What follows belongs to an exercise in optimizing a design on an open flow for small area, a short achievable clock period and few clock cycles per item; a production flow would make more cautious choices.
RTL that was checked went through simulation tests only; none was proved equivalent to the original.
Only the layout flow was run in runs 1 to 3; the RTL was not checked for function there.
Power figures rest on the tool's default switching activity, not on a simulated workload.

==> flow/flow/run.sh <==
#!/bin/bash
# The standard layout, with buf_2 port buffers and resizing not held to a cell's footprint.
bash standard.sh MATCH_CELL_FOOTPRINT=0 "BUFFER_PORTS_ARGS=-buffer_cell sky130_fd_sc_hd__buf_2" finish > standard.log 2>&1
==> flow/design.v <==
`default_nettype none
package acs_pkg;
  localparam int CHANNELS    = 4;
  localparam int MAX_RUN     = 1024;
  localparam int SAMPLE_BITS = 12;
  localparam int CH_W    = 2;
  localparam int LEN_W   = $clog2(MAX_RUN) + 1;    
  localparam int CNT_W   = $clog2(MAX_RUN);        
  localparam int SUM_W   = SAMPLE_BITS + $clog2(MAX_RUN);
  localparam int DB_W    = 12;
  localparam int GAIN_W  = 16;
  localparam int Q_FRAC  = 8;
  localparam int PROD_W  = SAMPLE_BITS + GAIN_W;
  localparam int MA_W    = 20;
  localparam int CFG_W   = 16;
  localparam int CFG_IDX_W = 2;
  localparam int JOB_W   = CH_W + 1 + SUM_W + LEN_W;
  localparam logic [CFG_IDX_W-1:0] REG_MEASURE_COUNT   = 2'd0;
  localparam logic [CFG_IDX_W-1:0] REG_CALIBRATE_COUNT = 2'd1;
  localparam logic [CFG_IDX_W-1:0] REG_DEADBAND        = 2'd2;
  localparam logic [CFG_IDX_W-1:0] REG_GAIN            = 2'd3;
  function automatic logic [CNT_W-1:0] count_limit(input logic [LEN_W-1:0] c);
    logic [CNT_W-1:0] r;
    if (c == '0) r = '0;
    else if (c > LEN_W'(MAX_RUN)) r = CNT_W'(MAX_RUN - 1);
    else r = CNT_W'(c - LEN_W'(1));
    count_limit = r;
  endfunction
endpackage
`default_nettype wire
`default_nettype none
module acs_queue (
  input  wire logic                            clk,
  input  wire logic                            rst,
  input  wire logic                            hold,
  input  wire logic                            s_valid,
  output logic                                 s_ready,
  input  wire logic [acs_pkg::CH_W-1:0]        s_channel,
  input  wire logic                            s_kind,
  input  wire logic [acs_pkg::SAMPLE_BITS-1:0] s_sample,
  output logic                                 n_valid,
  output logic [acs_pkg::CH_W-1:0]             n_ch,
  output logic                                 n_kind,
  output logic [acs_pkg::SAMPLE_BITS-1:0]      n_sample
);
  logic                            sk_valid;
  logic [acs_pkg::CH_W-1:0]        sk_ch;
  logic                            sk_kind;
  logic [acs_pkg::SAMPLE_BITS-1:0] sk_sample;
  logic                            take;
  logic                            ready_q;    
  assign s_ready  = ready_q;
  assign take     = s_valid && !sk_valid;
  assign n_valid  = sk_valid || take;
  assign n_ch     = sk_valid ? sk_ch     : s_channel;
  assign n_kind   = sk_valid ? sk_kind   : s_kind;
  assign n_sample = sk_valid ? sk_sample : s_sample;
  always_ff @(posedge clk) begin
    if (rst) begin
      sk_valid <= 1'b0;
      ready_q  <= 1'b1;
    end else if (hold) begin
      if (take) begin
        sk_valid <= 1'b1;
        ready_q  <= 1'b0;
      end
    end else begin
      sk_valid <= 1'b0;
      ready_q  <= 1'b1;
    end
    if (hold && take) begin
      sk_ch     <= s_channel;
      sk_kind   <= s_kind;
      sk_sample <= s_sample;
    end
  end
endmodule
`default_nettype wire
`default_nettype none
module acs_front (
  input  wire logic                            clk,
  input  wire logic                            rst,
  input  wire logic                            hold,      
  input  wire logic [acs_pkg::CNT_W-1:0]       meas_lim,
  input  wire logic [acs_pkg::CNT_W-1:0]       cal_lim,
  input  wire logic                            n_valid,
  input  wire logic [acs_pkg::CH_W-1:0]        n_ch,
  input  wire logic                            n_kind,
  input  wire logic [acs_pkg::SAMPLE_BITS-1:0] n_sample,
  output logic                                 push,      
  output logic [acs_pkg::CH_W-1:0]             push_ch,
  output logic                                 push_kind,
  output logic [acs_pkg::SUM_W-1:0]            push_sum,
  output logic [acs_pkg::LEN_W-1:0]            push_len,
  output logic [6:0]                           push_len3,   
  output logic                                 push_small   
);
  logic [acs_pkg::SUM_W-1:0] run_sum  [acs_pkg::CHANNELS];
  logic [acs_pkg::CNT_W-1:0] run_len  [acs_pkg::CHANNELS];
  logic                      run_kind [acs_pkg::CHANNELS];
  logic                            in_valid;
  logic [acs_pkg::CH_W-1:0]        in_ch;
  logic                            in_kind;
  logic [acs_pkg::SAMPLE_BITS-1:0] in_sample;
  logic                            in_restart;    
  logic                      restart;
  logic [acs_pkg::SUM_W-1:0] base_sum;
  logic [acs_pkg::CNT_W-1:0] base_len;
  logic [acs_pkg::SUM_W-1:0] sum_next;
  logic [acs_pkg::LEN_W-1:0] len_next;
  logic                      done;
  logic fwd;
  logic n_busy;
  logic n_run_kind;
  always_comb begin
    fwd        = in_valid && (n_ch == in_ch);
    n_busy     = fwd ? !done   : (run_len[n_ch] != '0);
    n_run_kind = fwd ? in_kind : run_kind[n_ch];
  end
  always_ff @(posedge clk) begin
    if (rst) in_valid <= 1'b0;
    else if (!hold) in_valid <= n_valid;
    if (!hold) begin
      in_ch      <= n_ch;
      in_kind    <= n_kind;
      in_sample  <= n_sample;
      in_restart <= n_busy && (n_run_kind != n_kind);
    end
  end
  always_comb begin
    restart  = in_restart;
    base_sum = restart ? '0 : run_sum[in_ch];
    base_len = restart ? '0 : run_len[in_ch];
    sum_next = base_sum + acs_pkg::SUM_W'(in_sample);
    len_next = acs_pkg::LEN_W'(base_len) + acs_pkg::LEN_W'(1);
    done     = base_len >= (in_kind ? cal_lim : meas_lim);
  end
  always_ff @(posedge clk) begin
    if (rst) begin
      for (int i = 0; i < acs_pkg::CHANNELS; i++) begin
        run_sum[i]  <= '0;
        run_len[i]  <= '0;
        run_kind[i] <= 1'b0;
      end
    end else if (in_valid && !hold) begin
      run_kind[in_ch] <= in_kind;
      if (done) begin
        run_sum[in_ch] <= '0;
        run_len[in_ch] <= '0;
      end else begin
        run_sum[in_ch] <= sum_next;
        run_len[in_ch] <= len_next[acs_pkg::CNT_W-1:0];
      end
    end
  end
  assign push       = in_valid && done;
  assign push_ch    = in_ch;
  assign push_kind  = in_kind;
  assign push_sum   = sum_next;
  assign push_len   = len_next;
  assign push_len3  = 7'(len_next[4:0]) + 7'({len_next[4:0], 1'b0});
  assign push_small = base_len < acs_pkg::CNT_W'(16);
endmodule
`default_nettype wire
`default_nettype none
module acs_back #(
  parameter int SB = 5,     
  parameter int SK = 4,     
  parameter int LK = 1      
) (
  input  wire logic                        clk,
  input  wire logic                        rst,
  input  wire logic                        stall,
  input  wire logic [acs_pkg::DB_W-1:0]    deadband,
  input  wire logic [acs_pkg::GAIN_W-1:0]  gain,
  input  wire logic                        push,
  input  wire logic [acs_pkg::CH_W-1:0]    push_ch,
  input  wire logic                        push_kind,
  input  wire logic [acs_pkg::SUM_W-1:0]   push_sum,
  input  wire logic [acs_pkg::LEN_W-1:0]   push_len,
  input  wire logic [SB+1:0]               push_len3,
  input  wire logic                        push_small,
  output logic                             j_free,    
  output logic                             r_valid,
  output logic [acs_pkg::CH_W-1:0]         r_channel,
  output logic                             r_kind,
  output logic [acs_pkg::SAMPLE_BITS-1:0]  r_average,
  output logic [acs_pkg::MA_W-1:0]         r_current_ma
);
  localparam int QB = acs_pkg::SAMPLE_BITS;    
  localparam int LW = acs_pkg::LEN_W;
  localparam int RB = LW - 1;                  
  localparam int SR = SB - 1;                  
  localparam int NS = QB / SK;                 
  localparam int NL = QB / LK;                 
  localparam int CW = $clog2(NL + 1);
  logic                     j_valid;
  logic [acs_pkg::CH_W-1:0] j_ch;
  logic                     j_kind;
  logic [acs_pkg::SUM_W-1:0] j_sum;
  logic [LW-1:0]            j_len;
  logic [SB+1:0]            j_len3;
  logic                     j_small;
  logic [CW-1:0]            j_count;
  logic                     l_last;
  logic [RB-1:0]            l_rem_n;
  logic [QB-1:0]            l_q_n;
  always_comb begin
    logic [RB:0] trial;
    logic        fits;
    l_rem_n = j_sum[acs_pkg::SUM_W-1:QB];
    l_q_n   = j_sum[QB-1:0];
    for (int j = 0; j < LK; j++) begin
      trial   = {l_rem_n, l_q_n[QB-1]};
      fits    = trial >= {1'b0, j_len};
      l_rem_n = fits ? RB'(trial - {1'b0, j_len}) : trial[RB-1:0];
      l_q_n   = {l_q_n[QB-2:0], fits};
    end
  end
  assign l_last = j_valid && !j_small && j_count == CW'(NL - 1);
  assign j_free = !stall && (!j_valid || j_small || l_last);
  always_ff @(posedge clk) begin
    if (rst) j_valid <= 1'b0;
    else if (j_free) j_valid <= push;
    if (j_free) begin
      j_ch    <= push_ch;
      j_kind  <= push_kind;
      j_sum   <= push_sum;
      j_len   <= push_len;
      j_len3  <= push_len3;
      j_small <= push_small;
      j_count <= '0;
    end else if (!stall) begin
      j_sum   <= {l_rem_n, l_q_n};
      j_count <= j_count + CW'(1);
    end
  end
  localparam int T3 = SB + 2;                  
  logic            dv  [NS+1];
  logic [acs_pkg::CH_W-1:0] dch [NS+1];
  logic            dk  [NS+1];
  logic [SR-1:0]   drem[NS+1];
  logic [QB-1:0]   dq  [NS+1];
  logic [SB-1:0]   dlen[NS+1];
  logic [T3-1:0]   dl3 [NS+1];
  assign dv[0]   = j_valid && j_small;
  assign dch[0]  = j_ch;
  assign dk[0]   = j_kind;
  assign drem[0] = j_sum[QB+SR-1:QB];
  assign dq[0]   = j_sum[QB-1:0];
  assign dlen[0] = j_len[SB-1:0];
  assign dl3[0]  = j_len3;
  for (genvar s = 0; s < NS; s++) begin : g_div
    logic [SR-1:0] rem;
    logic [QB-1:0] q;
    logic [T3-1:0] trial;
    logic [T3:0]   d1, d2, d3;
    always_comb begin
      rem = drem[s];
      q   = dq[s];
      for (int j = 0; j < SK / 2; j++) begin
        trial = T3'({rem, q[QB-1:QB-2]});
        d1    = {1'b0, trial} - (T3+1)'(dlen[s]);
        d2    = {1'b0, trial} - (T3+1)'({dlen[s], 1'b0});
        d3    = {1'b0, trial} - (T3+1)'(dl3[s]);
        q     = {q[QB-3:0], 2'b00};
        if (!d3[T3]) begin
          rem  = SR'(d3);
          q[1:0] = 2'd3;
        end else if (!d2[T3]) begin
          rem  = SR'(d2);
          q[1:0] = 2'd2;
        end else if (!d1[T3]) begin
          rem  = SR'(d1);
          q[1:0] = 2'd1;
        end else begin
          rem  = SR'(trial);
        end
      end
    end
    if (s < NS - 1) begin : g_reg
      always_ff @(posedge clk) begin
        if (rst) dv[s+1] <= 1'b0;
        else if (!stall) dv[s+1] <= dv[s];
        if (!stall) begin
          dch[s+1]  <= dch[s];
          dk[s+1]   <= dk[s];
          drem[s+1] <= rem;
          dq[s+1]   <= q;
          dlen[s+1] <= dlen[s];
          dl3[s+1]  <= dl3[s];
        end
      end
    end else begin : g_last
      assign dv[s+1]   = dv[s];
      assign dch[s+1]  = dch[s];
      assign dk[s+1]   = dk[s];
      assign drem[s+1] = rem;
      assign dq[s+1]   = q;
      assign dlen[s+1] = dlen[s];
      assign dl3[s+1]  = dl3[s];
    end
  end
  logic                            p1_valid;
  logic [acs_pkg::CH_W-1:0]        p1_ch;
  logic                            p1_kind;
  logic [acs_pkg::SAMPLE_BITS-1:0] p1_avg;
  logic [acs_pkg::SAMPLE_BITS-1:0] zero_offset [acs_pkg::CHANNELS];
  logic [acs_pkg::SAMPLE_BITS-1:0] off;
  logic [acs_pkg::SAMPLE_BITS-1:0] corrected;
  always_ff @(posedge clk) begin
    if (rst) p1_valid <= 1'b0;
    else if (!stall) p1_valid <= dv[NS] || l_last;
    if (!stall) begin
      p1_ch   <= l_last ? j_ch    : dch[NS];
      p1_kind <= l_last ? j_kind  : dk[NS];
      p1_avg  <= l_last ? l_q_n   : dq[NS];
    end
  end
  assign off       = zero_offset[p1_ch];
  assign corrected = (p1_avg > off) ? p1_avg - off : '0;
  localparam int TW = acs_pkg::SAMPLE_BITS + 2;
  logic [TW-1:0] t_a, t_b, t_c, t_x, t_y, t_diff;
  logic          p1_pass;
  always_comb begin
    t_a    = TW'(p1_avg);
    t_b    = ~(TW'(off));
    t_c    = ~(TW'(deadband));
    t_x    = t_a ^ t_b ^ t_c;
    t_y    = {((t_a & t_b) | (t_a & t_c) | (t_b & t_c)), 1'b1};
    t_diff = t_x - ~t_y;
    p1_pass = !p1_kind && ((deadband == '0) || ((p1_avg > off) && !t_diff[TW-1]));
  end
  always_ff @(posedge clk) begin
    if (rst) begin
      for (int i = 0; i < acs_pkg::CHANNELS; i++) zero_offset[i] <= '0;
    end else if (!stall && p1_valid && p1_kind) begin
      zero_offset[p1_ch] <= p1_avg;
    end
  end
  localparam int PW = acs_pkg::PROD_W;
  localparam int FW = acs_pkg::Q_FRAC;
  logic                            p2_valid;
  logic [acs_pkg::CH_W-1:0]        p2_ch;
  logic                            p2_kind;
  logic [acs_pkg::SAMPLE_BITS-1:0] p2_avg;
  logic                            p2_pass;
  logic [acs_pkg::SAMPLE_BITS-1:0] p2_corr;
  always_ff @(posedge clk) begin
    if (rst) p2_valid <= 1'b0;
    else if (!stall) p2_valid <= p1_valid;
    if (!stall) begin
      p2_ch   <= p1_ch;
      p2_kind <= p1_kind;
      p2_avg  <= p1_avg;
      p2_pass <= p1_pass;
      p2_corr <= corrected;
    end
  end
  logic [PW-1:0] row_a;
  logic [PW-1:0] row_b;
  logic [FW:0]   low_sum;
  logic [PW-1:0] r0 [12];
  logic [PW-1:0] r1 [8];
  logic [PW-1:0] r2 [6];
  logic [PW-1:0] r3 [4];
  logic [PW-1:0] r4 [3];
  always_comb begin
    for (int i = 0; i < 12; i++) r0[i] = p2_corr[i] ? (PW'(gain) << i) : '0;
    for (int i = 0; i < 4; i++) begin
      r1[2*i]   = r0[3*i] ^ r0[3*i+1] ^ r0[3*i+2];
      r1[2*i+1] = ((r0[3*i] & r0[3*i+1]) | (r0[3*i] & r0[3*i+2]) | (r0[3*i+1] & r0[3*i+2])) << 1;
    end
    for (int i = 0; i < 2; i++) begin
      r2[2*i]   = r1[3*i] ^ r1[3*i+1] ^ r1[3*i+2];
      r2[2*i+1] = ((r1[3*i] & r1[3*i+1]) | (r1[3*i] & r1[3*i+2]) | (r1[3*i+1] & r1[3*i+2])) << 1;
    end
    r2[4] = r1[6];
    r2[5] = r1[7];
    for (int i = 0; i < 2; i++) begin
      r3[2*i]   = r2[3*i] ^ r2[3*i+1] ^ r2[3*i+2];
      r3[2*i+1] = ((r2[3*i] & r2[3*i+1]) | (r2[3*i] & r2[3*i+2]) | (r2[3*i+1] & r2[3*i+2])) << 1;
    end
    r4[0] = r3[0] ^ r3[1] ^ r3[2];
    r4[1] = ((r3[0] & r3[1]) | (r3[0] & r3[2]) | (r3[1] & r3[2])) << 1;
    r4[2] = r3[3];
    row_a   = r4[0] ^ r4[1] ^ r4[2];
    row_b   = ((r4[0] & r4[1]) | (r4[0] & r4[2]) | (r4[1] & r4[2])) << 1;
    low_sum = (FW+1)'(row_a[FW-1:0]) + (FW+1)'(row_b[FW-1:0]);
  end
  logic                            p3_valid;
  logic [acs_pkg::CH_W-1:0]        p3_ch;
  logic                            p3_kind;
  logic [acs_pkg::SAMPLE_BITS-1:0] p3_avg;
  logic                            p3_pass;
  logic [PW-FW-1:0]                p3_a;
  logic [PW-FW-1:0]                p3_b;
  logic                            p3_c;
  logic [PW-FW-1:0]                scaled;
  logic [acs_pkg::MA_W-1:0]        ma;
  always_ff @(posedge clk) begin
    if (rst) p3_valid <= 1'b0;
    else if (!stall) p3_valid <= p2_valid;
    if (!stall) begin
      p3_ch   <= p2_ch;
      p3_kind <= p2_kind;
      p3_avg  <= p2_avg;
      p3_pass <= p2_pass;
      p3_a    <= row_a[PW-1:FW];
      p3_b    <= row_b[PW-1:FW];
      p3_c    <= low_sum[FW];
    end
  end
  assign scaled = p3_a + p3_b + (PW-FW)'(p3_c);
  assign ma = !p3_pass ? '0 :
              (scaled[PW-FW-1:acs_pkg::MA_W] != '0) ? {acs_pkg::MA_W{1'b1}} :
              scaled[acs_pkg::MA_W-1:0];
  always_ff @(posedge clk) begin
    if (rst) r_valid <= 1'b0;
    else if (!stall) r_valid <= p3_valid;
    if (!stall) begin
      r_channel    <= p3_ch;
      r_kind       <= p3_kind;
      r_average    <= p3_avg;
      r_current_ma <= ma;
    end
  end
endmodule
`default_nettype wire
`default_nettype none
module averaged_current_sense (
  input  wire logic                            clk,
  input  wire logic                            rst,
  input  wire logic                            s_valid,
  output logic                                 s_ready,
  input  wire logic [acs_pkg::CH_W-1:0]        s_channel,
  input  wire logic                            s_kind,
  input  wire logic [acs_pkg::SAMPLE_BITS-1:0] s_sample,
  output logic                                 r_valid,
  input  wire logic                            r_ready,
  output logic [acs_pkg::CH_W-1:0]             r_channel,
  output logic                                 r_kind,
  output logic [acs_pkg::SAMPLE_BITS-1:0]      r_average,
  output logic [acs_pkg::MA_W-1:0]             r_current_ma,
  input  wire logic                            cfg_we,
  input  wire logic [acs_pkg::CFG_IDX_W-1:0]   cfg_index,
  input  wire logic [acs_pkg::CFG_W-1:0]       cfg_data
);
  logic [acs_pkg::CNT_W-1:0]  meas_lim;    
  logic [acs_pkg::CNT_W-1:0]  cal_lim;     
  logic [acs_pkg::DB_W-1:0]   deadband;
  logic [acs_pkg::GAIN_W-1:0] gain;
  always_ff @(posedge clk) begin
    if (rst) begin
      meas_lim <= acs_pkg::CNT_W'(64 - 1);
      cal_lim  <= acs_pkg::CNT_W'(200 - 1);
      deadband <= acs_pkg::DB_W'(149);
      gain     <= acs_pkg::GAIN_W'(5158);
    end else if (cfg_we) begin
      case (cfg_index)
        acs_pkg::REG_MEASURE_COUNT:   meas_lim <= acs_pkg::count_limit(cfg_data[acs_pkg::LEN_W-1:0]);
        acs_pkg::REG_CALIBRATE_COUNT: cal_lim  <= acs_pkg::count_limit(cfg_data[acs_pkg::LEN_W-1:0]);
        acs_pkg::REG_DEADBAND:        deadband <= cfg_data[acs_pkg::DB_W-1:0];
        default:                      gain     <= cfg_data[acs_pkg::GAIN_W-1:0];
      endcase
    end
  end
  logic stall;
  logic j_free;
  logic hold;
  assign stall = r_valid && !r_ready;
  assign hold  = !j_free;
  logic                            n_valid;
  logic [acs_pkg::CH_W-1:0]        n_ch;
  logic                            n_kind;
  logic [acs_pkg::SAMPLE_BITS-1:0] n_sample;
  acs_queue u_queue (
    .clk(clk), .rst(rst), .hold(hold),
    .s_valid(s_valid), .s_ready(s_ready), .s_channel(s_channel),
    .s_kind(s_kind), .s_sample(s_sample),
    .n_valid(n_valid), .n_ch(n_ch), .n_kind(n_kind), .n_sample(n_sample)
  );
  logic                        push;
  logic [acs_pkg::CH_W-1:0]    push_ch;
  logic                        push_kind;
  logic [acs_pkg::SUM_W-1:0]   push_sum;
  logic [acs_pkg::LEN_W-1:0]   push_len;
  logic [6:0]                  push_len3;
  logic                        push_small;
  acs_front u_front (
    .clk(clk), .rst(rst), .hold(hold),
    .meas_lim(meas_lim), .cal_lim(cal_lim),
    .n_valid(n_valid), .n_ch(n_ch), .n_kind(n_kind), .n_sample(n_sample),
    .push(push), .push_ch(push_ch), .push_kind(push_kind), .push_sum(push_sum),
    .push_len(push_len), .push_len3(push_len3), .push_small(push_small)
  );
  acs_back u_back (
    .clk(clk), .rst(rst), .stall(stall),
    .deadband(deadband), .gain(gain),
    .push(push), .push_ch(push_ch), .push_kind(push_kind), .push_sum(push_sum),
    .push_len(push_len), .push_len3(push_len3), .push_small(push_small),
    .j_free(j_free),
    .r_valid(r_valid), .r_channel(r_channel), .r_kind(r_kind),
    .r_average(r_average), .r_current_ma(r_current_ma)
  );
endmodule
`default_nettype wire
==> flow/config.mk <==
export PLATFORM = sky130hd
export DESIGN_NAME = averaged_current_sense
export DESIGN_NICKNAME = averaged_current_sense
export VERILOG_FILES = /design/flow/design.v
export SDC_FILE = /design/flow/constraint.sdc
export NUM_CORES = 4
export LEC_CHECK = 0
export ABC_CLOCK_PERIOD_IN_PS = 3200
export CAP_MARGIN = 20
export CORE_MARGIN = 2
export CORE_UTILIZATION = 40
export SETUP_SLACK_MARGIN = 5.0
export SLEW_MARGIN = 20
==> flow/standard.sh <==
#!/bin/bash
# synth_recipe.tcl (not shown) runs the flow's synth.tcl, then flattens the netlist and writes it again
# the make line also repeats each setting of config.mk as NAME=value (left out here)
make -C /OpenROAD-flow-scripts/flow DESIGN_CONFIG=/design/flow/config.mk WORK_HOME=/design/flow/orfs CLKGATE_MAP_FILE= SYNTH_SCRIPT=/design/flow/synth_recipe.tcl "${@:-finish}"
==> flow/constraint.sdc <==
create_clock -name core_clock -period 8.5 [get_ports {clk}]
set_input_delay 1.7000 -clock core_clock [delete_from_list [all_inputs] [get_ports {clk}]]
set_output_delay 1.7000 -clock core_clock [all_outputs]
set_load 0.01 [all_outputs]
==> implementation parameters, run 1 <==
Parameter                              Value

Setup path
  Crit end category ... flop
  Setup CP Type ... flop to flop
  Kind of start point of the critical path ... flop
  Largest fanout of any net on the critical path ... 3
  Data arrival at the endpoint of the critical path ... 4.03 ns
  Slowest library cell on the worst path ... sky130_fd_sc_hd__edfxtp_1
  Crit path cell chain ... ha_4 > fa_2 > nor2b_4 > o31ai_4 > and2_4 > o21ai_4 > mux2i_4 > ha_4 > nor2b_4 > o21ai_2 > nand2b_1 > a21oi_2 > and3_4 > mux2_4 > o221a_4
  Critical path's top delay family ... adder cells
  Worst endpoint required time ... just under 9 ns
  Number of buffers and inverters on the critical path ... 0
  Largest stage delay on the critical path ... 0.44 ns

Synthesis
  Cell variety after synth ... 74
  Most area-consuming cells after synthesis ... sky130_fd_sc_hd__edfxtp_1, sky130_fd_sc_hd__ha_1, sky130_fd_sc_hd__dfxtp_1
  Synthesis warning total ... 24
  Top cell type by total area after synthesis ... sky130_fd_sc_hd__edfxtp_1
  Total nets after synthesis ... 2069
  Post-synthesis instance area ... 22600 um2
  Most used flip-flop cell after synthesis ... sky130_fd_sc_hd__edfxtp_1
  Share of Yosys cell area claimed by the top area cell type ... 50.1%
  Register bit count reported by yosys ... around 430
  Number of enable-type register cells in the synthesized netlist ... 377
  Syn Area/Cell ... about 12 um2
  Sequential share of the synthesized area ... 54.5%
  Number of instances in the synthesized netlist ... 1855
  Async set-reset flop share out of synthesis ... 0%

Clocking
  Source-to-sink clock delay at the later pin of the worst-skew pair ... 0.56 ns
  CTS tree ... done
  Number of buffers added by the clock tree synthesis step ... 43
  Clock Sink Count ... 427
  Count of H-tree levels built during CTS ... 2
  CTS root buf ... sky130_fd_sc_hd__clkbuf_16
  CTS clock-pin slew for the worst setup and hold paths ... 0.06 ns
  Longest Clk Path Bufs ... 3

Power
  Peak ir drop on the vdd network ... about 0.33 mV
  Power density of the placed cells ... 388 nW/um2
  Standby leakage power ... between 0.01 and 0.015 uW

Timing
  Final hold slack ... a little over 0.4 ns
  Max Fclk ... 268 MHz
  Slew at the pin closest to its max-slew limit ... 0.986 ns
  Final setup vio count ... 0
  Final-report hold violation count ... 0
  Setup TNS ... 0 ns
  Number of pins with negative max-slew slack in the final report ... 0
  RSZ-0062 raised after global routing ... true
  Max-slew headroom at the worst pin ... 33.8%
  Clock Skew ... approximately 0.017 ns
  Final Cycle Share ... 43.9%
  Minimum clock period ... between 3 and 4 ns

Routing
  DR vias/cell ... 5.33
  Number of nets still failing antenna checks after routing ... 0
  Initial DRC count ... slightly above 1000
  Detailed-route wire length ... 54900 um
  Vias after detailed routing ... 15000
  TritonRoute pass-1 iters ... 6
  DRC violation count after routing ... 0
  Final routed wire length divided by cell count ... 19.5 um

Placement
  Gpl congestion ... around 0.85
  Number of placed instances with taps included ... 2623
  Detailed placement HPWL ... approximately 35000 um
  Quantity of I/O buffers inserted on ports ... 70

Floorplanning
  Die ar. ... 58400 um2
  Vertical die dimension ... 242 um
  Starting Density ... between 40% and 50%
  Placement Rows ... 87
  Die W ... 242 um
  Top-level port count ... 75
  Core box area ... around 56000 um2

Global route
  Wire length of the first global-routing pass ... 83100 um
  Antenna violations before repair ... 5
  Pin count of the biggest net entering global routing ... 100
  Remaining global-route overflow ... 0
  Total track usage ... roughly 18%
  Via count of the first global-routing pass ... 14800

Finish
  Commonest non-fill, non-tap cell in the layout ... sky130_fd_sc_hd__edfxtp_1
  Share of cells above drive strength 1 ... 23.5%
  Count of nets after finishing ... 2242
  Area growth from synthesis to layout ... 18.9%
  Commonest cells after routing, fill and taps aside ... sky130_fd_sc_hd__edfxtp_1, sky130_fd_sc_hd__nor2_1, sky130_fd_sc_hd__ha_1
  Filler instances ... 5036
  N_diodes ... 0
  Final Instance Count excl. Fillers ... 2817

Hold path
  Classification of the worst-slack hold path ... flop to flop

Flow run
  Max-Cap Viols ... 0

Outcome
  Run status ... complete, no violations
==> cell families (layout without fill, tap and decap cells) <==
| family | Yosys count | in the layout | share of synthesized area [%] |
|---|---|---|---|
| buffers and inverters | 201 | 401 | 3.88 |
| flip-flops | 427 | 427 | 54.5 |
| multiplexers | 101 | 101 | 7.29 |
| XOR/XNOR | 65 | 65 | 2.59 |
| AO/OA/AOI/OAI | 290 | 290 | 8.24 |
| AND/OR/NAND/NOR | 595 | 601 | 12.8 |
| adder cells (fa/ha/maj) | 176 | 176 | 10.7 |
==> per-stage QoR <==
step                      setup slack [ns]  utilization (%)  area [um2]  total power, uW
after global routing                  4.68             47.8       26900            11100
after floorplan                       4.31                -       22700             6050
after CTS                             4.76             46.3       26000             9800
after detailed placement              4.06             42.3       23700             7080
after global placement                4.09             42.3       23700             6960
final                                 4.77             47.8       26900            10400
==> cell usage after synthesis, drive strengths merged, types with 8 or more instances <==
cell / number
xnor2: 42
o21ai: 65
and3: 11
o211ai: 9
a211oi: 22
a211o: 16
nand3b: 11
nor3: 36
xor2: 23
a21o: 30
clkbuf: 47
buf: 30
a21oi: 90
dfxtp: 50
nand3: 22
nor2b: 39
nor4: 14
fa: 28
nand2b: 29
inv: 123
mux4: 44
a31oi: 8
ha: 148
o21a: 8
mux2i: 40
or2: 12
edfxtp: 377
mux2: 17
nand4: 17
nand2: 123
nor2: 209
and2: 49
o21bai: 8
==> layer usage <==
metal / up-vias / routed length (um) / track usage (%)
li1: 7103 / - / -
met3: 115 / 2930 / 3.41
met1: 7384 / 23200 / 23.0
met4: 10 / 1530 / 6.06
met2: 414 / 27200 / 30.9
met5: - / 68 / 0
==> final cells by class <==
cell class	count	area [um2]	share of cell area, %
sequential	427	12300	45.9
inverter	124	477	1.77
multi-input combinational	1233	10300	38.4
clock buffer	53	1170	4.34
tap	756	946	3.52
timing repair buffer	199	1480	5.51
clock inverter	25	151	0.564
==> final timing paths <==
path | cells after the start | endpoint | from | slack [ns]
setup / recovery | 15 | u_back.drem[2][2] | u_back.dl3[1][0] | 4.77
hold / removal | 0 | u_back.dq[2][10] | u_back.dq[1][6] | 0.42
setup reg to reg | 15 | u_back.drem[2][2] | u_back.dl3[1][0] | 4.77
hold reg to reg | 0 | u_back.dq[2][10] | u_back.dq[1][6] | 0.42
==> worst reg2reg max path: stages (launching register included) <==
cell	delay, ns
sky130_fd_sc_hd__edfxtp_1	0.44
sky130_fd_sc_hd__ha_4	0.21
sky130_fd_sc_hd__fa_2	0.41
sky130_fd_sc_hd__nor2b_4	0.16
sky130_fd_sc_hd__o31ai_4	0.07
sky130_fd_sc_hd__and2_4	0.18
sky130_fd_sc_hd__o21ai_4	0.17
sky130_fd_sc_hd__mux2i_4	0.34
sky130_fd_sc_hd__ha_4	0.25
sky130_fd_sc_hd__nor2b_4	0.12
sky130_fd_sc_hd__o21ai_2	0.11
sky130_fd_sc_hd__nand2b_1	0.08
sky130_fd_sc_hd__a21oi_2	0.16
sky130_fd_sc_hd__and3_4	0.22
sky130_fd_sc_hd__mux2_4	0.30
sky130_fd_sc_hd__o221a_4	0.25
==> where the power goes <==
part,total [uW],switching [uW],internal [uW]
clock network,1800,797,1010
logic,5510,2800,2710
registers,3100,284,2820
==> what timing repair did <==
item / in CTS / in global routing
resized for setup: 99 / 104
cloned: 6 / 3
pin swaps: 38 / 57
setup endpoints to repair: 245 / 217
setup buffers: 53 / 54
hold buffers: 0 / 0
==> flip-flops by register name, summed over array words and instances, names as in the netlist, 7 cells and up, named ones only <==
name                cells
cal_lim                10
u_back.r_average       12
u_back.j_sum           22
u_front.in_sample      12
u_back.j_len           10
u_back.p1_avg          12
meas_lim               10
u_front.run_sum        88
u_back.dl3             14
deadband               12
u_queue.sk_sample      12
u_front.run_len        40
u_back.p3_avg          12
u_back.p2_avg          12
u_back.zero_offset     48
u_back.j_len3           7
u_back.drem             8
u_back.dq              24
u_back.dlen             8
==> run 2, diff against run 1 <==
==> flow/config.mk (replaced) <==
export PLATFORM = sky130hd
export DESIGN_NAME = averaged_current_sense
export DESIGN_NICKNAME = averaged_current_sense
export VERILOG_FILES = /design/flow/design.v
export SDC_FILE = /design/flow/constraint.sdc
export NUM_CORES = 4
export LEC_CHECK = 0
export ABC_CLOCK_PERIOD_IN_PS = 3500
export CAP_MARGIN = 20
export CORE_MARGIN = 2
export CORE_UTILIZATION = 60
export PLACE_DENSITY = 0.7
export SETUP_SLACK_MARGIN = 4.7
export SLEW_MARGIN = 20
==> implementation parameters, run 2 <==
Parameter                              Value

Setup path
  Count of cells along the worst register-to-register path ... 15 (unchanged)
  Register-to-register setup slack ... 4.68 ns (-0.08 ns)
  Startpoint of the most critical setup path ... u_back.dq[1][11]
  Critical path's most frequent cell ... sky130_fd_sc_hd__nor2b_4
  Setup CP Type ... flop to flop
  Crit path cell chain ... inv_1 > fa_2 > nor2b_4 > o31ai_4 > and2_4 > o21ai_4 > mux2i_4 > ha_4 > nor2b_4 > o21ai_2 > nand2b_1 > a21oi_2 > and3_4 > mux2_4 > o221a_4
  Data arrival at the endpoint of the critical path ... 4.12 ns (+0.09 ns)
  Slowest library cell on the worst path ... sky130_fd_sc_hd__edfxtp_1
  Crit end category ... flop
  Worst endpoint required time ... 8.80 ns (about the same)
  End of the worst register-to-register path ... u_back.drem[2][2]
  Number of buffers and inverters on the critical path ... 1 (+1)
  Critical path's top delay family ... compound AO/OA/AOI/OAI gates
  Largest stage delay on the critical path ... 0.48 ns (+0.04 ns)
  Largest fanout of any net on the critical path ... 4 (+1)
  Reg-to-Reg Start ... u_back.dq[1][11]
  Kind of start point of the critical path ... flop

Finish
  Area growth from synthesis to layout ... 13.7%
  Utilization after layout ... 68.7% (+21 points)
  Commonest non-fill, non-tap cell in the layout ... sky130_fd_sc_hd__edfxtp_1
  Register with the most flip-flops ... u_front.run_sum
  Share of cells above drive strength 1 ... 17.3% (-6.2 points)
  Number of flip-flops in the largest register ... 88 (unchanged)
  Count of nets after finishing ... 2177 (-2.9%)
  N_diodes ... 0 (unchanged)
  Area occupied by multi-input gates ... 9860 um2 (-4.4%)
  Registers with the highest flip-flop counts ... u_front.run_sum (88), u_back.zero_offset (48), u_front.run_len (40)
  Filler instances ... 2658 (-47%)
  Reg area ... 12300 um2 (about the same)
  Commonest cells after routing, fill and taps aside ... sky130_fd_sc_hd__edfxtp_1, sky130_fd_sc_hd__nor2_1, sky130_fd_sc_hd__ha_1

Global route
  Via count of the first global-routing pass ... 14500 (-2.1%)
  Remaining global-route overflow ... 0 (unchanged)
  Total track usage ... 25.6% (+7.6 points)
  Pin count of the biggest net entering global routing ... 100 (unchanged)
  Antenna violations before repair ... 2 (-3)
  Wire length of the first global-routing pass ... 77700 um (-6.5%)

Synthesis
  Post-synthesis instance area ... 22600 um2 (unchanged)
  Synthesis warning total ... 24 (unchanged)
  Top cell type by total area after synthesis ... sky130_fd_sc_hd__edfxtp_1
  Most numerous cell in the Yosys netlist ... sky130_fd_sc_hd__edfxtp_1
  Sequential share of the synthesized area ... 54.5% (unchanged)
  Number of instances in the synthesized netlist ... 1855 (unchanged)
  List of most frequent post-synthesis cells ... sky130_fd_sc_hd__edfxtp_1, sky130_fd_sc_hd__nor2_1, sky130_fd_sc_hd__ha_1, sky130_fd_sc_hd__inv_1, sky130_fd_sc_hd__nand2_1
  Number of enable-type register cells in the synthesized netlist ... 377 (unchanged)
  Most used flip-flop cell after synthesis ... sky130_fd_sc_hd__edfxtp_1
  Cell variety after synth ... 74 (unchanged)
  Total nets after synthesis ... 2069 (unchanged)
  Share of Yosys cell area claimed by the top area cell type ... 50.1% (unchanged)
  Syn Area/Cell ... 12.2 um2 (unchanged)
  Register bit count reported by yosys ... 427 (unchanged)
  Async set-reset flop share out of synthesis ... 0% (unchanged)
  Most area-consuming cells after synthesis ... sky130_fd_sc_hd__edfxtp_1, sky130_fd_sc_hd__ha_1, sky130_fd_sc_hd__dfxtp_1

Clocking
  CTS clock-pin slew for the worst setup and hold paths ... 0.06 ns (about the same)
  Source-to-sink clock delay at the later pin of the worst-skew pair ... 0.55 ns (about the same)
  CTS root buf ... sky130_fd_sc_hd__clkbuf_16
  Number of buffers added by the clock tree synthesis step ... 45 (+4.7%)
  Number of hold buffers added after CTS ... 0 (unchanged)
  Longest Clk Path Bufs ... 3 (unchanged)
  Count of H-tree levels built during CTS ... 2 (unchanged)
  CTS tree ... done
  Clock Sink Count ... 427 (unchanged)

Routing
  DRC violation count after routing ... 0 (unchanged)
  DR vias/cell ... 5.82 (+9.1%)
  TritonRoute pass-1 iters ... 5 (-1)
  Final routed wire length divided by cell count ... 19.9 um (+1.9%)
  Number of nets still failing antenna checks after routing ... 0 (unchanged)
  Detailed-route wire length ... 49900 um (-9.2%)
  Initial DRC count ... 1029 (-0.097%)
  Vias after detailed routing ... 14600 (-2.7%)

Timing
  Final-report hold violation count ... 0 (unchanged)
  Final Cycle Share ... 44.9% (+0.99 points)
  Max-slew headroom at the worst pin ... 41.5% (+7.6 points)
  Slew at the pin closest to its max-slew limit ... 0.876 ns (-0.109 ns)
  Setup TNS ... 0 ns (unchanged)
  RSZ-0062 raised after global routing ... true
  Clock Skew ... 0.0146 ns (-0.00244 ns)
  Final setup vio count ... 0 (unchanged)
  Minimum clock period ... 3.82 ns (+0.0845 ns)
  Number of pins with negative max-slew slack in the final report ... 0 (unchanged)
  Max Fclk ... 262 MHz (-2.2%)

Power
  Standby leakage power ... 0.0102 uW (-3.0%)
  Power density of the placed cells ... 382 nW/um2 (-1.3%)
  Peak ir drop on the vdd network ... 0.315 mV (-3.2%)

Floorplanning
  Die ar. ... 39200 um2 (-33%)
  Starting Density ... 60.4% (+20 points)
  Core box area ... 37400 um2 (-33%)
  Die W ... 198 um (-18%)
  Vertical die dimension ... 198 um (-18%)
  Placement Rows ... 71 (-18%)
  Top-level port count ... 75 (unchanged)

Placement
  Gpl congestion ... 0.872 (+2.0%)
  Quantity of I/O buffers inserted on ports ... 70 (unchanged)
  Detailed placement HPWL ... 33900 um (-2.2%)

Outcome
  Run status ... complete, no violations

Hold path
  Classification of the worst-slack hold path ... flop to flop
  Worst min-delay path startpoint ... u_back.p3_avg[3]
  Number of cells on the worst hold path ... 0 (unchanged)
  Endpoint of the worst hold path ... u_back.r_average[3]

Flow run
  Max-Cap Viols ... 0 (unchanged)
[run 2: changes by cell type in the layout (fill, tap and decap cells not counted), sizes merged]
cell,delta
clkinvlp,+1
nand2b,-1
buf,-59
clkinv,-9
bufinv,+3
or2,-5
clkbuf,+9
[run 2: cell families after synthesis]
family | synth area share, %
XOR/XNOR | 2.59
buffers and inverters | 3.88
AO/OA/AOI/OAI | 8.24
multiplexers | 7.29
adder cells (fa/ha/maj) | 10.7
AND/OR/NAND/NOR | 12.8
flip-flops | 54.5
[run 2: layer usage]
metal	routed length, um	global-route usage, %
met4	1830	9.61
met5	23	0
met3	1920	3.12
met1	20600	32.8
met2	25500	45.0
[run 2: cell type report]
class	instances	share of cell area [%]
sequential	427	48.0
multi-input combinational	1227	38.4
clock buffer	64	4.90
timing repair buffer	138	3.62
tap	511	2.49
inverter	124	1.83
clock inverter	20	0.833
[run 2: power by group]
group | total [uW] | internal [uW] | switching [uW]
clock network | 1950 | 1160 | 790
logic | 4780 | 2240 | 2540
registers | 3100 | 2820 | 283
[run 2: what timing repair did]
| item | in CTS | in global routing |
|---|---|---|
| cloned | 1 | 0 |
| gates resized for setup | 43 | 54 |
| pin swaps | 12 | 20 |
| buffers inserted | 22 | 27 |
| endpoints found under the setup margin | 169 | 146 |
[run 2: worst max-delay path by stage]
stage | end | slack (ns) | cells after the start
after floorplan | u_back.dch[1][0] | 4.31 | 3
after global placement | u_back.drem[1][3] | 3.91 | 15
after detailed placement | u_back.drem[1][2] | 3.83 | 15
after CTS | u_back.drem[1][2] | 4.70 | 14
after global routing | u_back.drem[2][2] | 4.55 | 15
final | u_back.drem[2][2] | 4.68 | 15
[run 2: stage by stage]
step / area [um2] / setup slack, ns / power, uW / cells / hold WS [ns]
detailed placement: 23400 / 3.83 / 6940 / 2377 / 0.405
global route: 25700 / 4.55 / 10500 / 2511 / 0.423
global placement: 23400 / 3.91 / 6800 / 2377 / 0.400
floorplan: 22700 / 4.31 / 5960 / 1855 / 0.400
CTS: 25200 / 4.70 / 9240 / 2484 / 0.418
finish: 25700 / 4.68 / 9830 / 2511 / 0.417
==> run 3, diff against run 2 <==
--- a/flow/config.mk
+++ b/flow/config.mk
@@ -9,6 +9,7 @@
 export CAP_MARGIN = 20
 export CORE_MARGIN = 2
 export CORE_UTILIZATION = 60
+export CTS_BUF_LIST = sky130_fd_sc_hd__clkbuf_4 sky130_fd_sc_hd__clkbuf_8
 export PLACE_DENSITY = 0.7
 export SETUP_SLACK_MARGIN = 4.7
 export SLEW_MARGIN = 20
==> implementation parameters, run 3 <==
Parameter                              Value

Routing
  Final routed wire length divided by cell count ... 19.3 um (-2.7%)
  Detailed-route wire length ... 49400 um (-0.88%)
  TritonRoute pass-1 iters ... 5 (unchanged)
  DRC violation count after routing ... 0 (unchanged)
  Vias after detailed routing ... 14800 (+1.0%)
  DR vias/cell ... 5.77 (-0.90%)
  Initial DRC count ... 953 (-7.4%)
  Number of nets still failing antenna checks after routing ... 0 (unchanged)

Global route
  Via count of the first global-routing pass ... 14700 (+1.3%)
  Total track usage ... 25.6% (-0.060 points)
  Layer carrying the most global-route usage ... met2
  Remaining global-route overflow ... 0 (unchanged)
  Wire length of the first global-routing pass ... 77300 um (-0.43%)
  Antenna violations before repair ... 1 (-1)
  Met3 usage ... 3.66% (+0.55 points)
  Pin count of the biggest net entering global routing ... 100 (unchanged)
  Grt met1 use ... 31.9% (-0.85 points)
  Met2 Use GR ... 44.7% (-0.33 points)

Finish
  Commonest cells after routing, fill and taps aside ... sky130_fd_sc_hd__edfxtp_1, sky130_fd_sc_hd__nor2_1, sky130_fd_sc_hd__ha_1
  Share of cells above drive strength 1 ... 19.3% (+1.9 points)
  Area growth from synthesis to layout ... 13.4%
  N_diodes ... 0 (unchanged)
  Count of nets after finishing ... 2212 (+1.6%)
  Filler instances ... 2688 (+1.1%)
  Registers with the highest flip-flop counts ... u_front.run_sum (88), u_back.zero_offset (48), u_front.run_len (40)
  Number of flip-flops in the largest register ... 88 (unchanged)
  Commonest non-fill, non-tap cell in the layout ... sky130_fd_sc_hd__edfxtp_1
  Register with the most flip-flops ... u_front.run_sum

Timing
  Clock Skew ... 0.0396 ns (+0.0249 ns)
  Final setup vio count ... 0 (unchanged)
  Number of pins with negative max-slew slack in the final report ... 0 (unchanged)
  Slew at the pin closest to its max-slew limit ... 0.869 ns (-0.00753 ns)
  Max Fclk ... 263 MHz (+0.18%)
  Max-slew headroom at the worst pin ... 42.1% (+0.62 points)
  Setup TNS ... 0 ns (unchanged)
  RSZ-0062 raised after global routing ... true
  Worst setup margin ... 4.69 ns (+0.00672 ns)
  Minimum clock period ... 3.81 ns (-0.00672 ns)
  Final-report hold violation count ... 0 (unchanged)
  Final Cycle Share ... 44.8% (-0.079 points)
  Final hold slack ... 0.406 ns (-0.0106 ns)

Synthesis
  List of most frequent post-synthesis cells ... sky130_fd_sc_hd__edfxtp_1, sky130_fd_sc_hd__nor2_1, sky130_fd_sc_hd__ha_1, sky130_fd_sc_hd__inv_1, sky130_fd_sc_hd__nand2_1
  Syn Area/Cell ... 12.2 um2 (unchanged)
  Register bit count reported by yosys ... 427 (unchanged)
  Post-synthesis instance area ... 22600 um2 (unchanged)
  Mux cell area share after synthesis ... 7.29% (unchanged)
  Sequential share of the synthesized area ... 54.5% (unchanged)
  Most numerous cell in the Yosys netlist ... sky130_fd_sc_hd__edfxtp_1
  Xor/xnor share of the synthesized area ... 2.59% (unchanged)
  Async set-reset flop share out of synthesis ... 0% (unchanged)
  Fraction of the mapped netlist area in compound gates ... 8.24% (unchanged)
  Top cell type by total area after synthesis ... sky130_fd_sc_hd__edfxtp_1
  Number of instances in the synthesized netlist ... 1855 (unchanged)
  Synthesis warning total ... 24 (unchanged)
  Largest family of logic cells by synthesized area ... simple AND/OR/NAND/NOR gates
  Area fraction in and, or, nand and nor cells after synthesis ... 12.8% (unchanged)
  Number of enable-type register cells in the synthesized netlist ... 377 (unchanged)
  Post-synthesis share of cell area spent on full adders, half adders and majority gates ... 10.7% (unchanged)
  Total nets after synthesis ... 2069 (unchanged)
  Most used flip-flop cell after synthesis ... sky130_fd_sc_hd__edfxtp_1
  Cell variety after synth ... 74 (unchanged)
  Share of Yosys cell area claimed by the top area cell type ... 50.1% (unchanged)
  Most area-consuming cells after synthesis ... sky130_fd_sc_hd__edfxtp_1, sky130_fd_sc_hd__ha_1, sky130_fd_sc_hd__dfxtp_1

Hold path
  Endpoint of the worst hold path ... u_back.p3_avg[9]
  Classification of the worst-slack hold path ... flop to flop
  Worst min-delay path startpoint ... u_back.p2_avg[9]
  Number of cells on the worst hold path ... 0 (unchanged)

Setup path
  End of the worst register-to-register path ... u_back.drem[2][2]
  Worst endpoint required time ... 8.84 ns (+0.04 ns)
  Data arrival at the endpoint of the critical path ... 4.15 ns (+0.03 ns)
  Largest stage delay on the critical path ... 0.50 ns (+0.02 ns)
  Setup CP Type ... flop to flop
  Kind of start point of the critical path ... flop
  Register-to-register setup slack ... 4.69 ns (about the same)
  Count of cells along the worst register-to-register path ... 14 (-1)
  Critical path's top delay family ... compound AO/OA/AOI/OAI gates
  Largest fanout of any net on the critical path ... 5 (+1)
  Reg-to-Reg Start ... u_back.drem[1][0]
  Critical path's most frequent cell ... sky130_fd_sc_hd__ha_1
  Slowest library cell on the worst path ... sky130_fd_sc_hd__edfxtp_1
  Crit path cell chain ... ha_1 > nor2b_4 > o31ai_4 > and2_4 > o21ai_0 > o211ai_1 > nand2_1 > ha_1 > o21ai_1 > nand2b_1 > a21oi_2 > and3_4 > mux2_2 > o221a_2
  Crit end category ... flop
  Number of buffers and inverters on the critical path ... 0 (-1)

Clocking
  Source-to-sink clock delay at the later pin of the worst-skew pair ... 0.63 ns (+0.08 ns)
  Longest Clk Path Bufs ... 3 (unchanged)
  CTS root buf ... sky130_fd_sc_hd__clkbuf_8
  Count of H-tree levels built during CTS ... 3 (+1)
  CTS clock-pin slew for the worst setup and hold paths ... 0.07 ns (about the same)
  Number of buffers added by the clock tree synthesis step ... 72 (+60%)
  Number of hold buffers added after CTS ... 0 (unchanged)
  CTS tree ... done
  Clock Sink Count ... 427 (unchanged)

Placement
  Quantity of I/O buffers inserted on ports ... 70 (unchanged)
  Gpl congestion ... 0.872 (unchanged)
  Pre-CTS setup slack ... 3.83 ns (unchanged)
  Detailed placement HPWL ... 33900 um (unchanged)

Floorplanning
  Die ar. ... 39200 um2 (unchanged)
  Top-level port count ... 75 (unchanged)
  Placement Rows ... 71 (unchanged)
  Vertical die dimension ... 198 um (unchanged)
  Core box area ... 37400 um2 (unchanged)
  Die W ... 198 um (unchanged)
  Starting Density ... 60.4% (unchanged)

Power
  Power density of the placed cells ... 373 nW/um2 (-2.4%)
  Standby leakage power ... 0.0103 uW (+0.52%)
  Peak ir drop on the vdd network ... 0.279 mV (-11%)

Flow run
  Max-Cap Viols ... 0 (unchanged)

Outcome
  Run status ... complete, no violations
## run 3: cell counts after synthesis
Identical to the previous run, type by type.
## run 3: how the worst max path moves through the flow
stage	startpoint	to	slack, ns	cells after the start
after floorplan	r_ready	u_back.dch[1][0]	4.31	3
after global placement	u_back.j_len3[0]	u_back.drem[1][3]	3.91	15
after detailed placement	u_back.j_len3[0]	u_back.drem[1][2]	3.83	15
after CTS	u_back.dlen[1][2]	u_back.drem[2][2]	4.70	15
after global routing	u_back.drem[1][0]	u_back.drem[2][3]	4.54	15
final	u_back.drem[1][0]	u_back.drem[2][2]	4.69	14
## run 3: area by class of cell
class	count	area [um2]	area share, %
clock buffer	97	1230	4.80
clock inverter	27	205	0.801
inverter	124	469	1.83
multi-input combinational	1227	9780	38.2
sequential	427	12300	48.1
tap	511	639	2.50
timing repair buffer	146	966	3.77
## run 3: worst reg2reg max path: cells and delay by family (launching register included)
family	cells	cell delay (ns)
AND/OR/NAND/NOR	5	0.86
adder cells (fa/ha/maj)	2	0.71
flip-flops	1	0.50
AO/OA/AOI/OAI	6	1.14
multiplexers	1	0.33
## run 3: logic make-up (layout without fill, tap and decap cells)
family	count (synthesis)	in the layout
fa+ha+maj	176	176
xor+xnor	65	65
buf+inv	201	394
flops	427	427
compound gates	290	290
mux	101	101
simple gates	595	595
## run 3: through the flow
| stage | instance area, um2 | power (uW) | cells | utilization (%) |
|---|---|---|---|---|
| final | 25600 | 9570 | 2559 | 68.5 |
| after CTS | 25100 | 9100 | 2524 | 67.2 |
| after detailed placement | 23400 | 6940 | 2377 | 62.5 |
| after global routing | 25600 | 10200 | 2559 | 68.5 |
| after floorplan | 22700 | 5960 | 1855 | - |
| after global placement | 23400 | 6800 | 2377 | 62.5 |
## run 3: where the power goes
group,switching (uW),internal [uW]
logic,2450,2190
clock network,799,1030
registers,281,2820
total,3530,6040
## run 3: timing repair
action                                  4_1_cts  5_1_grt
hold endpoints to repair                      0        0
endpoints found under the setup margin      157      125
setup buffers                                22       35
gates resized for setup                      43       41
pin swaps                                    13       18
cloned                                        1        0
## run 3: metal layers
layer	part of all wire [%]	vias up
met3	4.0	121
met4	3.6	2
met1	42	7235
li1	-	7033
met2	51	368
met5	0.026	-
==> run 4, diff against run 3 <==
--- a/flow/design.v
+++ b/flow/design.v
@@ -412,9 +412,7 @@
     end
   end
   assign scaled = p3_a + p3_b + (PW-FW)'(p3_c);
-  assign ma = !p3_pass ? '0 :
-              (scaled[PW-FW-1:acs_pkg::MA_W] != '0) ? {acs_pkg::MA_W{1'b1}} :
-              scaled[acs_pkg::MA_W-1:0];
+  assign ma = !p3_pass ? '0 : acs_pkg::MA_W'(scaled);
   always_ff @(posedge clk) begin
     if (rst) r_valid <= 1'b0;
     else if (!stall) r_valid <= p3_valid;
--- a/flow/config.mk
+++ b/flow/config.mk
@@ -8,8 +8,6 @@
 export ABC_CLOCK_PERIOD_IN_PS = 3500
 export CAP_MARGIN = 20
 export CORE_MARGIN = 2
-export CORE_UTILIZATION = 60
-export CTS_BUF_LIST = sky130_fd_sc_hd__clkbuf_4 sky130_fd_sc_hd__clkbuf_8
-export PLACE_DENSITY = 0.7
+export CORE_UTILIZATION = 40
 export SETUP_SLACK_MARGIN = 4.7
 export SLEW_MARGIN = 20
==> implementation parameters, run 4 <==
Parameter                              Value

Setup path
  Crit path cell chain ... and2_4 > fa_1 > inv_1 > fa_1 > fa_1 > fa_1 > inv_1 > ha_1 > ha_1 > and4_1 > a31o_2
  Setup CP Type ... flop to flop
  Reg-to-Reg Start ... u_back.p2_corr[4]
  Largest fanout of any net on the critical path ... 5 (unchanged)
  Number of buffers and inverters on the critical path ... 2 (+2)
  Slowest library cell on the worst path ... sky130_fd_sc_hd__edfxtp_1
  Register-to-register setup slack ... 4.55 ns (-0.14 ns)
  Count of cells along the worst register-to-register path ... 11 (-3)
  Logic depth of the worst setup path including buffers ... 11 (-3)
  Data arrival at the endpoint of the critical path ... 4.32 ns (+0.17 ns)
  End of the worst register-to-register path ... u_back.p3_c
  Critical path's top delay family ... adder cells
  Kind of start point of the critical path ... flop
  Crit end category ... flop
  Critical path's most frequent cell ... sky130_fd_sc_hd__fa_1
  Worst endpoint required time ... 8.87 ns (+0.03 ns)
  Startpoint of the most critical setup path ... u_back.p2_corr[4]
  Largest stage delay on the critical path ... 0.52 ns (+0.02 ns)
  Critical path capture point ... u_back.p3_c

Floorplanning
  Placement Rows ... 102 (+44%)
  Core box area ... 77600 um2 (+110%)
  Top-level port count ... 75 (unchanged)
  Vertical die dimension ... 284 um (+43%)
  Starting Density ... 40.4% (-20 points)
  Die W ... 284 um (+43%)
  Die ar. ... 80700 um2 (+110%)

Synthesis
  Post-synthesis instance area ... 31400 um2 (+39%)
  Post-synthesis share of cell area spent on full adders, half adders and majority gates ... 18.9% (+8.2 points)
  Most area-consuming cells after synthesis ... sky130_fd_sc_hd__edfxtp_1, sky130_fd_sc_hd__fa_1, sky130_fd_sc_hd__ha_1
  Cell variety after synth ... 84 (+14%)
  Top cell type by total area after synthesis ... sky130_fd_sc_hd__edfxtp_1
  Xor/xnor share of the synthesized area ... 2.34% (-0.25 points)
  Register bit count reported by yosys ... 515 (+21%)
  List of most frequent post-synthesis cells ... sky130_fd_sc_hd__edfxtp_1, sky130_fd_sc_hd__inv_1, sky130_fd_sc_hd__nand2_1, sky130_fd_sc_hd__and2_1, sky130_fd_sc_hd__nor2_1
  Number of enable-type register cells in the synthesized netlist ... 449 (+19%)
  Fraction of the mapped netlist area in compound gates ... 7.78% (-0.47 points)
  Syn Area/Cell ... 11.6 um2 (-4.6%)
  Number of instances in the synthesized netlist ... 2700 (+46%)
  Most numerous cell in the Yosys netlist ... sky130_fd_sc_hd__edfxtp_1
  Total nets after synthesis ... 3107 (+50%)
  Async set-reset flop share out of synthesis ... 0% (unchanged)
  Area fraction in and, or, nand and nor cells after synthesis ... 14.3% (+1.4 points)
  Largest family of logic cells by synthesized area ... adder cells
  Most used flip-flop cell after synthesis ... sky130_fd_sc_hd__edfxtp_1
  Mux cell area share after synthesis ... 5.08% (-2.2 points)
  Share of Yosys cell area claimed by the top area cell type ... 43.0% (-7.1 points)
  Sequential share of the synthesized area ... 47.2% (-7.4 points)
  Synthesis warning total ... 23 (-4.2%)

Finish
  Share of cells above drive strength 1 ... 17.5% (-1.8 points)
  Area occupied by multi-input gates ... 15900 um2 (+62%)
  Registers with the highest flip-flop counts ... u_front.run_sum (88), u_back.zero_offset (48), u_front.run_len (40)
  Filler instances ... 6955 (+160%)
  Commonest non-fill, non-tap cell in the layout ... sky130_fd_sc_hd__edfxtp_1
  Final Instance Count excl. Fillers ... 3936 (+54%)
  Final instance area ... 36200 um2 (+41%)
  Register with the most flip-flops ... u_front.run_sum
  Count of nets after finishing ... 3252 (+47%)
  Reg area ... 14800 um2 (+20%)
  Number of flip-flops in the largest register ... 88 (unchanged)
  Area growth from synthesis to layout ... 15.4%
  Commonest cells after routing, fill and taps aside ... sky130_fd_sc_hd__edfxtp_1, sky130_fd_sc_hd__inv_1, sky130_fd_sc_hd__nand2_1

Clocking
  Count of H-tree levels built during CTS ... 2 (-1)
  Longest Clk Path Bufs ... 3 (unchanged)
  Number of buffers added by the clock tree synthesis step ... 56 (-22%)
  Number of hold buffers added after CTS ... 0 (unchanged)
  CTS clock-pin slew for the worst setup and hold paths ... 0.06 ns (about the same)
  Clock Sink Count ... 515 (+21%)
  CTS tree ... done
  Source-to-sink clock delay at the later pin of the worst-skew pair ... 0.63 ns (about the same)
  CTS root buf ... sky130_fd_sc_hd__clkbuf_16

Routing
  DRC violation count after routing ... 0 (unchanged)
  Final routed wire length divided by cell count ... 19.2 um (-0.61%)
  DR vias/cell ... 5.28 (-8.5%)
  Vias after detailed routing ... 20800 (+41%)
  TritonRoute pass-1 iters ... 5 (unchanged)
  Number of nets still failing antenna checks after routing ... 0 (unchanged)
  Initial DRC count ... 1434 (+50%)
  Detailed-route wire length ... 75500 um (+53%)

Timing
  Setup TNS ... 0 ns (unchanged)
  Slew at the pin closest to its max-slew limit ... 1.02 ns (+0.148 ns)
  Final Cycle Share ... 46.5% (+1.7 points)
  Number of pins with negative max-slew slack in the final report ... 0 (unchanged)
  Minimum clock period ... 3.95 ns (+0.142 ns)
  Max Fclk ... 253 MHz (-3.6%)
  Final setup vio count ... 0 (unchanged)
  Final-report hold violation count ... 0 (unchanged)
  Clock Skew ... 0.0278 ns (-0.0118 ns)
  RSZ-0062 raised after global routing ... true
  Max-slew headroom at the worst pin ... 32.2% (-9.9 points)
  Final hold slack ... 0.417 ns (+0.0111 ns)

Power
  Standby leakage power ... 0.0147 uW (+43%)
  Peak ir drop on the vdd network ... 0.287 mV (+2.8%)
  Power density of the placed cells ... 370 nW/um2 (-0.91%)
  Overall Power ... 13400 uW (+40%)

Global route
  Total track usage ... 18.4% (-7.2 points)
  Remaining global-route overflow ... 0 (unchanged)
  Antenna violations before repair ... 6 (+5)
  Pin count of the biggest net entering global routing ... 94 (-6.0%)
  Wire length of the first global-routing pass ... 118000 um (+53%)
  Via count of the first global-routing pass ... 21600 (+47%)

Placement
  Detailed placement HPWL ... 52200 um (+54%)
  Quantity of I/O buffers inserted on ports ... 74 (+5.7%)
  Placed Area ... 32900 um2 (+41%)
  Gpl congestion ... 0.879 (+0.88%)
  Number of placed instances with taps included ... 3741 (+57%)

Flow run
  Max-Cap Viols ... 0 (unchanged)

Hold path
  Number of cells on the worst hold path ... 0 (unchanged)
  Classification of the worst-slack hold path ... flop to flop

Outcome
  Run status ... complete, no violations
## run 4: what timing repair did
item                       CTS  global route
gates cloned                 0             2
setup buffers               44            39
pin swaps                   34            53
setup endpoints to repair  183           180
gates resized for setup     81           113
## run 4: per-layer routing
layer / up-vias / global-route usage [%] / part of all wire, %
met5: - / 0 / 0.017
met4: 2 / 6.34 / 3.1
met3: 149 / 2.36 / 4.1
met2: 516 / 32.2 / 50
met1: 10400 / 23.6 / 43
li1: 9706 / - / -
## run 4: cell families after synthesis
kind of cell / Yosys count
simple gates: 893
buf+inv: 362
compound gates: 382
mux: 96
fa+ha+maj: 370
xor+xnor: 82
flops: 515
## run 4: power breakdown
group	switching [uW]	internal [uW]	total, uW	leakage, uW
clock network	1030	1430	2460	0.000914
logic	3800	3260	7050	0.00850
registers	398	3490	3890	0.00532
## run 4: layout make-up
type | instances | area share (%)
Tap cell | 1040 | 3.59
Multi-Input combinational cell | 1823 | 43.8
Inverter | 265 | 2.77
Antenna cell | 4 | 0.0276
Clock buffer | 77 | 4.25
Clock inverter | 28 | 0.888
Sequential cell | 515 | 40.9
Timing Repair Buffer | 184 | 3.74
## run 4: stage by stage
stage / util (%) / setup slack [ns]
2_1_floorplan: - / 3.22
3_3_place_gp: 42.4 / 3.98
3_5_place_dp: 42.4 / 3.91
4_1_cts: 45.6 / 4.52
5_1_grt: 46.7 / 4.46
6_report: 46.7 / 4.55
## run 4: worst min path at each step
stage,start,end,slack [ns]
final,u_back.p3_avg[10],u_back.r_average[10],0.42
after global routing,u_back.dq[1][5],u_back.dq[2][9],0.42
after detailed placement,u_back.p2_kind,u_back.p3_kind,0.40
after CTS,u_back.p3_avg[10],u_back.r_average[10],0.42
after global placement,u_back.dq[1][1],u_back.dq[2][5],0.40
after floorplan,u_back.dch[1][0],u_back.dch[2][0],0.40
Testbench counts of run 4, summed over its fixed seeds: cycles 16,657, items 4,813.

==> separate check: timing with driven ports <==
In the flow no input, the clock included, has a driving cell. The finished layouts below were timed again as built, in two steps.
Step 1 assumes that a clkbuf_16 drives the clock port and a buf_2 every other input.
Step 2 also shifts input and output timing later by t, the mid clock arrival at the registers, as if the neighbouring blocks saw the same clock.
Slacks: ideal ports / drivers / drivers and shift; pairs: ideal ports / drivers.
| run | shift t [ns] | slack for setup (ns) | worst setup path at the end | pins driven straight from the clock port |
|---|---|---|---|---|
| run 1 | 0.603 | 4.769 / 4.769 / 4.410 | input to register | 1 |
| run 2 | 0.601 | 4.684 / 4.684 / 4.332 | input to register | 1 |
| run 3 | 0.658 | 4.691 / 4.691 / 4.240 | input to register | 1 |
| run 4 | 0.677 | 4.548 / 4.548 / 4.189 | input to register | 1 |
After both steps every run listed still meets setup and hold. The setup slack of run 3, which loses most, moves by 0.000 ns with the drivers and by -0.451 ns with both steps.
